This is an optimization exercise on Yosys and OpenROAD, whose aim is small area, not a production implementation. The RTL was checked by simulation tests, not by an equivalence proof against the original design. No activity file was given, so power comes from the tool's default toggle rates.

--- flow/run.sh ---
#!/bin/bash
# synth_recipe.tcl (not shown) runs the flow's synth.tcl, then flattens the netlist and writes it again
# the make line also repeats each setting of config.mk as NAME=value (left out here)
make -C /OpenROAD-flow-scripts/flow DESIGN_CONFIG=/design/flow/config.mk WORK_HOME=/design/flow/orfs CLKGATE_MAP_FILE= SYNTH_SCRIPT=/design/flow/synth_recipe.tcl finish
--- flow/design.v ---
package ps2_pkg;
    localparam logic [7:0] PS2_E0 = 8'hE0;
    localparam logic [7:0] PS2_F0 = 8'hF0;
    localparam logic [7:0] PS2_E1 = 8'hE1;
    localparam logic [7:0] PS2_AA = 8'hAA;
    localparam logic [7:0] PS2_FA = 8'hFA;
    localparam logic [7:0] PS2_EE = 8'hEE;
    localparam logic [7:0] PS2_FE = 8'hFE;
    localparam int unsigned EVT_W       = 10;
    localparam int unsigned EVT_BRK_BIT = 9;
    localparam int unsigned EVT_EXT_BIT = 8;
    localparam logic [2:0] PAUSE_SKIP = 3'd7;
    typedef enum logic [2:0] {
        DEC_IDLE,
        DEC_EXT,
        DEC_BRK,
        DEC_EXT_BRK,
        DEC_PAUSE
    } dec_state_t;
endpackage
import ps2_pkg::*;
module ps2_frame_rx #(
    parameter int unsigned FILTER_LEN     = 16,
    parameter int unsigned TIMEOUT_CYCLES = 50000,
    parameter int unsigned CHECK_PARITY   = 1
) (
    input  logic       i_clk,
    input  logic       i_reset,
    input  logic       i_ps2_clk,
    input  logic       i_ps2_dat,
    output logic       o_byte_valid,
    output logic [7:0] o_byte,
    output logic       o_frame_err
);
    localparam int unsigned TW = $clog2(TIMEOUT_CYCLES + 1);
    logic                  r_clk_s1, r_clk_s2;
    logic                  r_dat_s1, r_dat_s2;
    logic [FILTER_LEN-1:0] r_filt;
    logic                  r_fclk, r_fclk_d;
    logic [3:0]            r_bitcnt;
    logic [9:0]            r_shift;
    logic [TW-1:0]         r_to_cnt;
    logic        w_fall;
    logic [10:0] w_frame;
    logic        w_good;
    logic        w_timeout;
    assign w_fall    = r_fclk_d & ~r_fclk;
    assign w_frame   = {r_dat_s2, r_shift};
    assign w_good    = ~w_frame[0] & w_frame[10] & ((CHECK_PARITY == 0) | (^w_frame[9:1]));
    assign w_timeout = (r_bitcnt != 4'd0) && !w_fall && (r_to_cnt == TW'(TIMEOUT_CYCLES - 1));
    always_ff @(posedge i_clk) begin
        if (i_reset) begin
            r_clk_s1     <= 1'b1;
            r_clk_s2     <= 1'b1;
            r_dat_s1     <= 1'b1;
            r_dat_s2     <= 1'b1;
            r_filt       <= '1;
            r_fclk       <= 1'b1;
            r_fclk_d     <= 1'b1;
            r_bitcnt     <= 4'd0;
            r_shift      <= '0;
            r_to_cnt     <= '0;
            o_byte_valid <= 1'b0;
            o_byte       <= '0;
            o_frame_err  <= 1'b0;
        end else begin
            r_clk_s1 <= i_ps2_clk;
            r_clk_s2 <= r_clk_s1;
            r_dat_s1 <= i_ps2_dat;
            r_dat_s2 <= r_dat_s1;
            r_filt   <= {r_filt[FILTER_LEN-2:0], r_clk_s2};
            if (r_filt == '1) begin
                r_fclk <= 1'b1;
            end else if (r_filt == '0) begin
                r_fclk <= 1'b0;
            end
            r_fclk_d     <= r_fclk;
            o_byte_valid <= 1'b0;
            o_frame_err  <= 1'b0;
            if (w_fall) begin
                r_to_cnt <= '0;
                if (r_bitcnt == 4'd10) begin
                    r_bitcnt <= 4'd0;
                    if (w_good) begin
                        o_byte_valid <= 1'b1;
                        o_byte       <= w_frame[8:1];
                    end else begin
                        o_frame_err <= 1'b1;
                    end
                end else begin
                    r_bitcnt <= r_bitcnt + 4'd1;
                    r_shift  <= {r_dat_s2, r_shift[9:1]};
                end
            end else if (r_bitcnt != 4'd0) begin
                if (w_timeout) begin
                    o_frame_err <= 1'b1;
                    r_bitcnt    <= 4'd0;
                    r_to_cnt    <= '0;
                end else begin
                    r_to_cnt <= r_to_cnt + 1'b1;
                end
            end else begin
                r_to_cnt <= '0;
            end
        end
    end
endmodule
import ps2_pkg::*;
module ps2_keyboard_rx #(
    parameter int unsigned FILTER_LEN     = 16,
    parameter int unsigned TIMEOUT_CYCLES = 50000,
    parameter int unsigned FIFO_DEPTH     = 8,
    parameter int unsigned CHECK_PARITY   = 1,
    parameter int unsigned REPEAT_FILTER  = 1
) (
    input  logic         c50,
    input  logic         reset,
    input  logic         ps2_clk,
    input  logic         ps2_dat,
    output logic         evt_valid,
    input  logic         evt_ready,
    output logic [9:0]   evt_data,
    output logic [511:0] key_down,
    output logic [511:0] make_sticky,
    output logic [511:0] break_sticky,
    input  logic         clr_make,
    input  logic         clr_break,
    input  logic         clr_status,
    output logic [23:0]  last_seq,
    output logic         frame_err,
    output logic         overflow
);
    localparam int unsigned AW = $clog2(FIFO_DEPTH);
    logic       w_byte_valid;
    logic [7:0] w_byte;
    logic       w_frame_err;
    ps2_frame_rx #(
        .FILTER_LEN     (FILTER_LEN),
        .TIMEOUT_CYCLES (TIMEOUT_CYCLES),
        .CHECK_PARITY   (CHECK_PARITY)
    ) u_frame_rx (
        .i_clk        (c50),
        .i_reset      (reset),
        .i_ps2_clk    (ps2_clk),
        .i_ps2_dat    (ps2_dat),
        .o_byte_valid (w_byte_valid),
        .o_byte       (w_byte),
        .o_frame_err  (w_frame_err)
    );
    ps2_pkg::dec_state_t r_state;
    ps2_pkg::dec_state_t w_state_nx;
    logic [2:0] r_skip, w_skip_nx;
    logic       w_key_evt, w_brk, w_ext;
    logic       w_dropped;
    assign w_dropped = (w_byte == PS2_AA) || (w_byte == PS2_FA) || (w_byte == PS2_EE) ||
                       (w_byte == PS2_FE) || (w_byte == 8'h00)  || (w_byte == 8'hFF);
    always_ff @(posedge c50) begin
        if (reset) begin
            r_state <= DEC_IDLE;
            r_skip  <= 3'd0;
        end else begin
            r_state <= w_state_nx;
            r_skip  <= w_skip_nx;
        end
    end
    always_comb begin
        w_state_nx = r_state;
        w_skip_nx  = r_skip;
        w_key_evt  = 1'b0;
        w_brk      = 1'b0;
        w_ext      = 1'b0;
        if (w_frame_err) begin
            w_state_nx = DEC_IDLE;
        end else if (w_byte_valid) begin
            case (r_state)
                DEC_IDLE: begin
                    if (w_byte == PS2_E0) begin
                        w_state_nx = DEC_EXT;
                    end else if (w_byte == PS2_F0) begin
                        w_state_nx = DEC_BRK;
                    end else if (w_byte == PS2_E1) begin
                        w_state_nx = DEC_PAUSE;
                        w_skip_nx  = PAUSE_SKIP;
                    end else if (!w_dropped) begin
                        w_key_evt = 1'b1;
                    end
                end
                DEC_EXT: begin
                    if (w_byte == PS2_F0) begin
                        w_state_nx = DEC_EXT_BRK;
                    end else if (w_byte != PS2_E0) begin
                        w_key_evt  = 1'b1;
                        w_ext      = 1'b1;
                        w_state_nx = DEC_IDLE;
                    end
                end
                DEC_BRK: begin
                    w_key_evt  = 1'b1;
                    w_brk      = 1'b1;
                    w_state_nx = DEC_IDLE;
                end
                DEC_EXT_BRK: begin
                    w_key_evt  = 1'b1;
                    w_brk      = 1'b1;
                    w_ext      = 1'b1;
                    w_state_nx = DEC_IDLE;
                end
                DEC_PAUSE: begin
                    w_skip_nx = r_skip - 3'd1;
                    if (r_skip == 3'd1) begin
                        w_state_nx = DEC_IDLE;
                    end
                end
                default: w_state_nx = DEC_IDLE;
            endcase
        end
    end
    logic [511:0]     r_key_down, r_make_sticky, r_break_sticky;
    logic [23:0]      r_last_seq;
    logic [8:0]       w_key;
    logic             w_push;
    logic [EVT_W-1:0] w_push_data;
    assign w_key       = {w_ext, w_byte};
    assign w_push      = w_key_evt & (w_brk | ~((REPEAT_FILTER != 0) & r_key_down[w_key]));
    assign w_push_data = {w_brk, w_ext, w_byte};
    always_ff @(posedge c50) begin
        if (reset) begin
            r_key_down     <= '0;
            r_make_sticky  <= '0;
            r_break_sticky <= '0;
            r_last_seq     <= '0;
        end else begin
            if (clr_make) begin
                r_make_sticky <= '0;
            end
            if (clr_break) begin
                r_break_sticky <= '0;
            end
            if (w_key_evt) begin
                r_last_seq <= {(w_ext ? PS2_E0 : 8'h00), (w_brk ? PS2_F0 : 8'h00), w_byte};
                if (w_brk) begin
                    r_key_down[w_key]     <= 1'b0;
                    r_break_sticky[w_key] <= 1'b1;
                end else if (w_push) begin
                    r_key_down[w_key]    <= 1'b1;
                    r_make_sticky[w_key] <= 1'b1;
                end
            end
        end
    end
    logic [EVT_W-1:0] r_mem [FIFO_DEPTH];
    logic [AW-1:0]    r_wr, r_rd;
    logic [AW:0]      r_count;
    logic             r_overflow;
    logic             w_full, w_pop, w_wr;
    assign evt_valid = (r_count != '0);
    assign w_full    = (r_count == (AW+1)'(FIFO_DEPTH));
    assign w_pop     = evt_valid & evt_ready;
    assign w_wr      = w_push & (~w_full | w_pop);
    always_ff @(posedge c50) begin
        if (w_wr) begin
            r_mem[r_wr] <= w_push_data;
        end
    end
    always_ff @(posedge c50) begin
        if (reset) begin
            r_wr       <= '0;
            r_rd       <= '0;
            r_count    <= '0;
            r_overflow <= 1'b0;
        end else begin
            if (w_wr) begin
                r_wr <= r_wr + 1'b1;
            end
            if (w_pop) begin
                r_rd <= r_rd + 1'b1;
            end
            if (w_wr && !w_pop) begin
                r_count <= r_count + 1'b1;
            end else if (!w_wr && w_pop) begin
                r_count <= r_count - 1'b1;
            end
            if (clr_status) begin
                r_overflow <= 1'b0;
            end
            if (w_push && w_full && !w_pop) begin
                r_overflow <= 1'b1;
            end
        end
    end
    assign evt_data     = evt_valid ? r_mem[r_rd] : '0;
    assign key_down     = r_key_down;
    assign make_sticky  = r_make_sticky;
    assign break_sticky = r_break_sticky;
    assign last_seq     = r_last_seq;
    assign frame_err    = w_frame_err;
    assign overflow     = r_overflow;
endmodule
--- flow/constraint.sdc ---
create_clock -name core_clock -period 10.0 [get_ports {c50}]
set_input_delay 2.0000 -clock core_clock [delete_from_list [all_inputs] [get_ports {c50}]]
set_output_delay 2.0000 -clock core_clock [all_outputs]
set_load 0.01 [all_outputs]
--- flow/config.mk ---
export PLATFORM = sky130hd
export DESIGN_NAME = ps2_keyboard_rx
export DESIGN_NICKNAME = ps2_keyboard_rx
export VERILOG_FILES = /design/flow/design.v
export SDC_FILE = /design/flow/constraint.sdc
export NUM_CORES = 4
export LEC_CHECK = 0
export CAP_MARGIN = 20
export CORE_AREA = 10 10 550 550
export DIE_AREA = 0 0 560 560
export SLEW_MARGIN = 20
==> summary.txt <==
===========================================================================================
NumNets Final                                                                         8,713
Number of buffers inserted to repair setup after CTS                                      0
Count of flip-flops with a built-in enable after synthesis                               80
Initial Utilization                                                                  23.30%
Endpoint of the worst hold path                                                u_frame_rx.r_filt[0]
Worst R2R End                                                                    r_count[3]
Number of buffers inserted for hold repair after clock tree synthesis                     0
Worst-case setup margin in the final layout                                        2.913 ns
Sw Share                                                                             23.82%
Reported leakage power                                                           0.03003 uW
Worst slack after detailed placement                                               3.477 ns
Power density over the cells                                                   157.6 nW/um2
Worst path top cell family by delay                                            compound AO/OA/AOI/OAI gates
Worst endpoint required time                                                       10.79 ns
Post-synthesis xor/xnor area fraction                                               0.4658%
Proportion of power drawn by the clock network                                        50.4%
Placer congestion estimate                                                           0.9071
Synth Area in Compound Gates                                                         17.91%
Number of synthesized register bits                                                   1,708
Clock slew at reported path FFs                                                     0.07 ns
Setup-violating endpoint count in the final report                                        0
Clk Latency, worst-skew pair                                                        0.89 ns
Final-report max-slew violation count                                                     0
Hpwl dp                                                                          319,100 um
Worst Reg2Reg Path Length in Cells                                                       17
Final critical-path share of the clock period                                        70.87%
Internal Power                                                                    11,270 uW
Pin count of the biggest net entering global routing                                    214
Area of the core                                                                290,600 um2
Most common flop cell mapped by yosys                                               dfxtp_1
Worst-case vdd ir drop                                                             126.3 uV
Max Clock Freq                                                                    141.1 MHz
Slowest stage cell, crit path                                                       a21oi_1
Reg-to-reg startpoint                                                          u_frame_rx.o_byte[0]
Number of design-rule violations left by the first detailed-router iteration          8,940
TritonRoute pass-1 iters                                                                  8
Synthesized instance count                                                            7,510
TritonCTS clock tree                                                                    yes
DRT Wirelength                                                                   451,800 um
Chip height                                                                          560 um
Total of max-cap violations                                                               0
Fraction of synthesized area in multiplexers                                         5.227%
Worst-case clock skew                                                             0.1093 ns
Cell depth of the worst hold path                                                         1
Maximum cell stage delay along the critical path                                    0.81 ns
Fin cells                                                                            12,760
Worst slew margin relative to its limit                                              8.356%
Type of element launching the critical path                                            flop
Hold Violations, Final                                                                    0
R2R Setup Slk                                                                       2.91 ns
Via count of the first global-routing pass                                           61,960
Class of the most critical setup path                                            reg -> reg
Ratio of cells with drive above 1 in the final layout                                9.627%
Sequential-to-total area share from yosys stat                                       51.69%
Per-cell routed wire length                                                        35.41 um
Buffers added on ports                                                                1,571
Final worst hold slack                                                            0.4068 ns
Min-Delay Path Class                                                             reg -> reg
Count of H-tree levels built during CTS                                                   4
Core occupancy in the finished layout                                                32.31%
Power share of the sequential group                                                   46.5%
Number of sinks handled by clock tree synthesis                                       1,708
Number of warnings printed during yosys synthesis                                         2
Post-DR vias/cell                                                                     5.265
Worst setup EP type                                                                    flop
Num rows                                                                                198
Vias after detailed routing                                                          67,180
Grt ovf                                                                                   0
First-pass GRT wire length                                                       593,300 um
Worst-path cell chain                                                          buf_4 -> mux4_2 -> a21oi_1 -> nand3_1 -> a32oi_1 -> a211o_1 -> nand2_8 -> or2_1 -> inv_2 -> ha_1 -> inv_1 -> ha_1 -> a21o_1 -> a21oi_1 -> xnor2_1 -> or3_1 -> a21oi_1
Maximum clock path buffer count                                                           4
Result of the run                                                              finished clean
Root buf cell                                                                     clkbuf_16
Fraction of the mapped netlist area in adder cells                                  0.3068%
Number of distinct library cells after synthesis                                         83
Antenna violations before repair                                                         46
DRC Markers                                                                               0
Synth Area per Inst                                                               9.014 um2
Minimum clock period                                                               7.087 ns
Data arrival, critical path                                                         7.88 ns
Placed Cells incl. Taps                                                              12,390
Transition time of the tightest slew-check pin                                     1.370 ns
Ports placed on the boundary                                                          1,581
Ys async rst share                                                                       0%
Unrepaired setup endpoints after global routing                                       false
Resized Gates After CTS                                                                   0
CP dominant cell by count                                                           a21oi_1
Number of CTS-inserted buffers                                                          195
Setup_tns                                                                              0 ns
Hold_sp                                                                        u_frame_rx.r_clk_s2
Total standard cell area after synthesis                                         67,700 um2
Highest fanout seen on the critical path                                                 84
Die area                                                                        313,600 um2
Growth of design area from synthesis to finish                                       38.68%
GRT Overall Usage                                                                    27.02%
Simple-Gate Fraction of Synth Area                                                   18.08%
Reported net switching power                                                        3524 uW
Buffers & Inverters on Critical Path                                                      3
Overall die width                                                                    560 um
Share of power burned in combinational logic                                           3.2%
Number of nets with antenna violations after routing                                      0
Dominant combinational cell family by area after synthesis                     simple AND/OR/NAND/NOR gates
===========================================================================================
layer usage:
metal	vias to the layer above	global-route usage [%]	share of wire, %
li1	28700	-	-
met5	-	0	0.015
met4	12	14.97	6.8
met3	960	10.78	12
met1	33200	33.11	39
met2	4308	40.27	42
how the worst max path moves through the flow:
stage                              start    endpoint  slack, ns  cells past startpoint
floorplan           u_frame_rx.o_byte[1]  r_count[3]       5.13                     27
global placement    u_frame_rx.o_byte[0]  r_count[3]       3.57                     17
detailed placement  u_frame_rx.o_byte[0]  r_count[3]       3.48                     17
CTS                 u_frame_rx.o_byte[0]        flop       3.41                     13
global route        u_frame_rx.o_byte[0]  r_count[3]       2.91                     17
finish              u_frame_rx.o_byte[0]  r_count[3]       2.91                     17
layout by cell type, fill, tap and decap left out, types with 25 or more instances in the layout:
cell	count
clkdlybuf4s50_1	1569
nor3_1	58
dfxtp_1	1619
o32ai_1	189
clkbuf_1	35
nor4_1	182
edfxtp_1	80
buf_4	173
o311ai_0	95
clkinv_2	34
o41ai_1	31
nand3_1	217
clkbuf_16	196
nor2_2	26
a22oi_1	39
nor2_4	48
a21oi_1	905
nand2_1	660
clkbuf_8	42
a31oi_1	25
nor2_1	608
nor2b_1	510
mux2i_1	82
inv_1	212
o21ai_0	435
o31ai_1	139
nand2_2	48
mux4_2	118
or2_2	25
cell type report:
cell class	count	area, um2
fill	30170	196700
sequential	1708	35020
multi-input combinational	4813	29350
timing repair buffer	1754	17240
clock buffer	277	5639
tap	3900	4880
clock inverter	71	890.9
inverter	217	827.0
antenna	19	47.55
cell usage after synthesis, types with 63 or more instances:
| cell | instances | share of area (%) |
|---|---|---|
| clkbuf_1 | 610 | 3.4 |
| o311ai_0 | 95 | 1.2 |
| o21ai_0 | 435 | 3.2 |
| nor3_1 | 63 | 0.47 |
| nor2_1 | 682 | 3.8 |
| inv_1 | 215 | 1.2 |
| nand3_1 | 238 | 1.8 |
| edfxtp_1 | 80 | 3.5 |
| nand2_1 | 715 | 4.0 |
| nor4_1 | 183 | 1.7 |
| nor2b_1 | 515 | 4.8 |
| mux2i_1 | 82 | 1.2 |
| mux4_2 | 118 | 3.9 |
| o32ai_1 | 189 | 2.4 |
| dfxtp_1 | 1628 | 48 |
| a21oi_1 | 905 | 6.7 |
| buf_2 | 65 | 0.48 |
| o31ai_1 | 139 | 1.5 |
power by group through the flow:
stage | combinational [uW] | sequential (uW) | clock (uW)
finish | 466 | 6880 | 7450
global route | 497 | 6870 | 7810
CTS | 470 | 6880 | 7570
detailed placement | 470 | 7030 | 0
global placement | 470 | 7030 | 0
floorplan | 289 | 7020 | 0
stage by stage:
stage / total power [uW] / instance area (um2)
global placement: 7497 / 87210
global route: 15180 / 93840
CTS: 14920 / 93790
floorplan: 7310 / 67730
finish: 14790 / 93880
detailed placement: 7497 / 87260
cells by family (layout without fill, tap and decap cells):
group	Yosys count	count (layout)
compound gates	1990	1990
xor+xnor	36	36
fa+ha+maj	16	16
buf+inv	997	2319
flops	1708	1708
mux	205	205
other cells	1	28
simple gates	2557	2557

## re-timing with driven ports
No port has a modelled driver above. Below, the same layout with a new extraction and two added sets of constraints. Step 1 sets driving cells, clkbuf_16 on the clock port and buf_2 on the other inputs (assumed; they add their load-dependent delay and slew). Step 2 times the ports against the registers' clock, not the clock port: input delays grow and output delays shrink by t, the midpoint of the rising clock arrivals with the driver on. Three values: ideal, step 1, step 2; two values: the first two.
shift t [ns]: 0.923
setup WS [ns]: 2.913 / 2.913 / 2.913
hold WS [ns]: 0.407 / 0.407 / 0.407
worst setup path at the end: register to register
worst data-port slew with drivers (ns): 0.13
After both steps setup and hold are still met in this run. For this run, drivers alone change the setup slack by 0.000 ns; drivers and shift together by 0.000 ns.
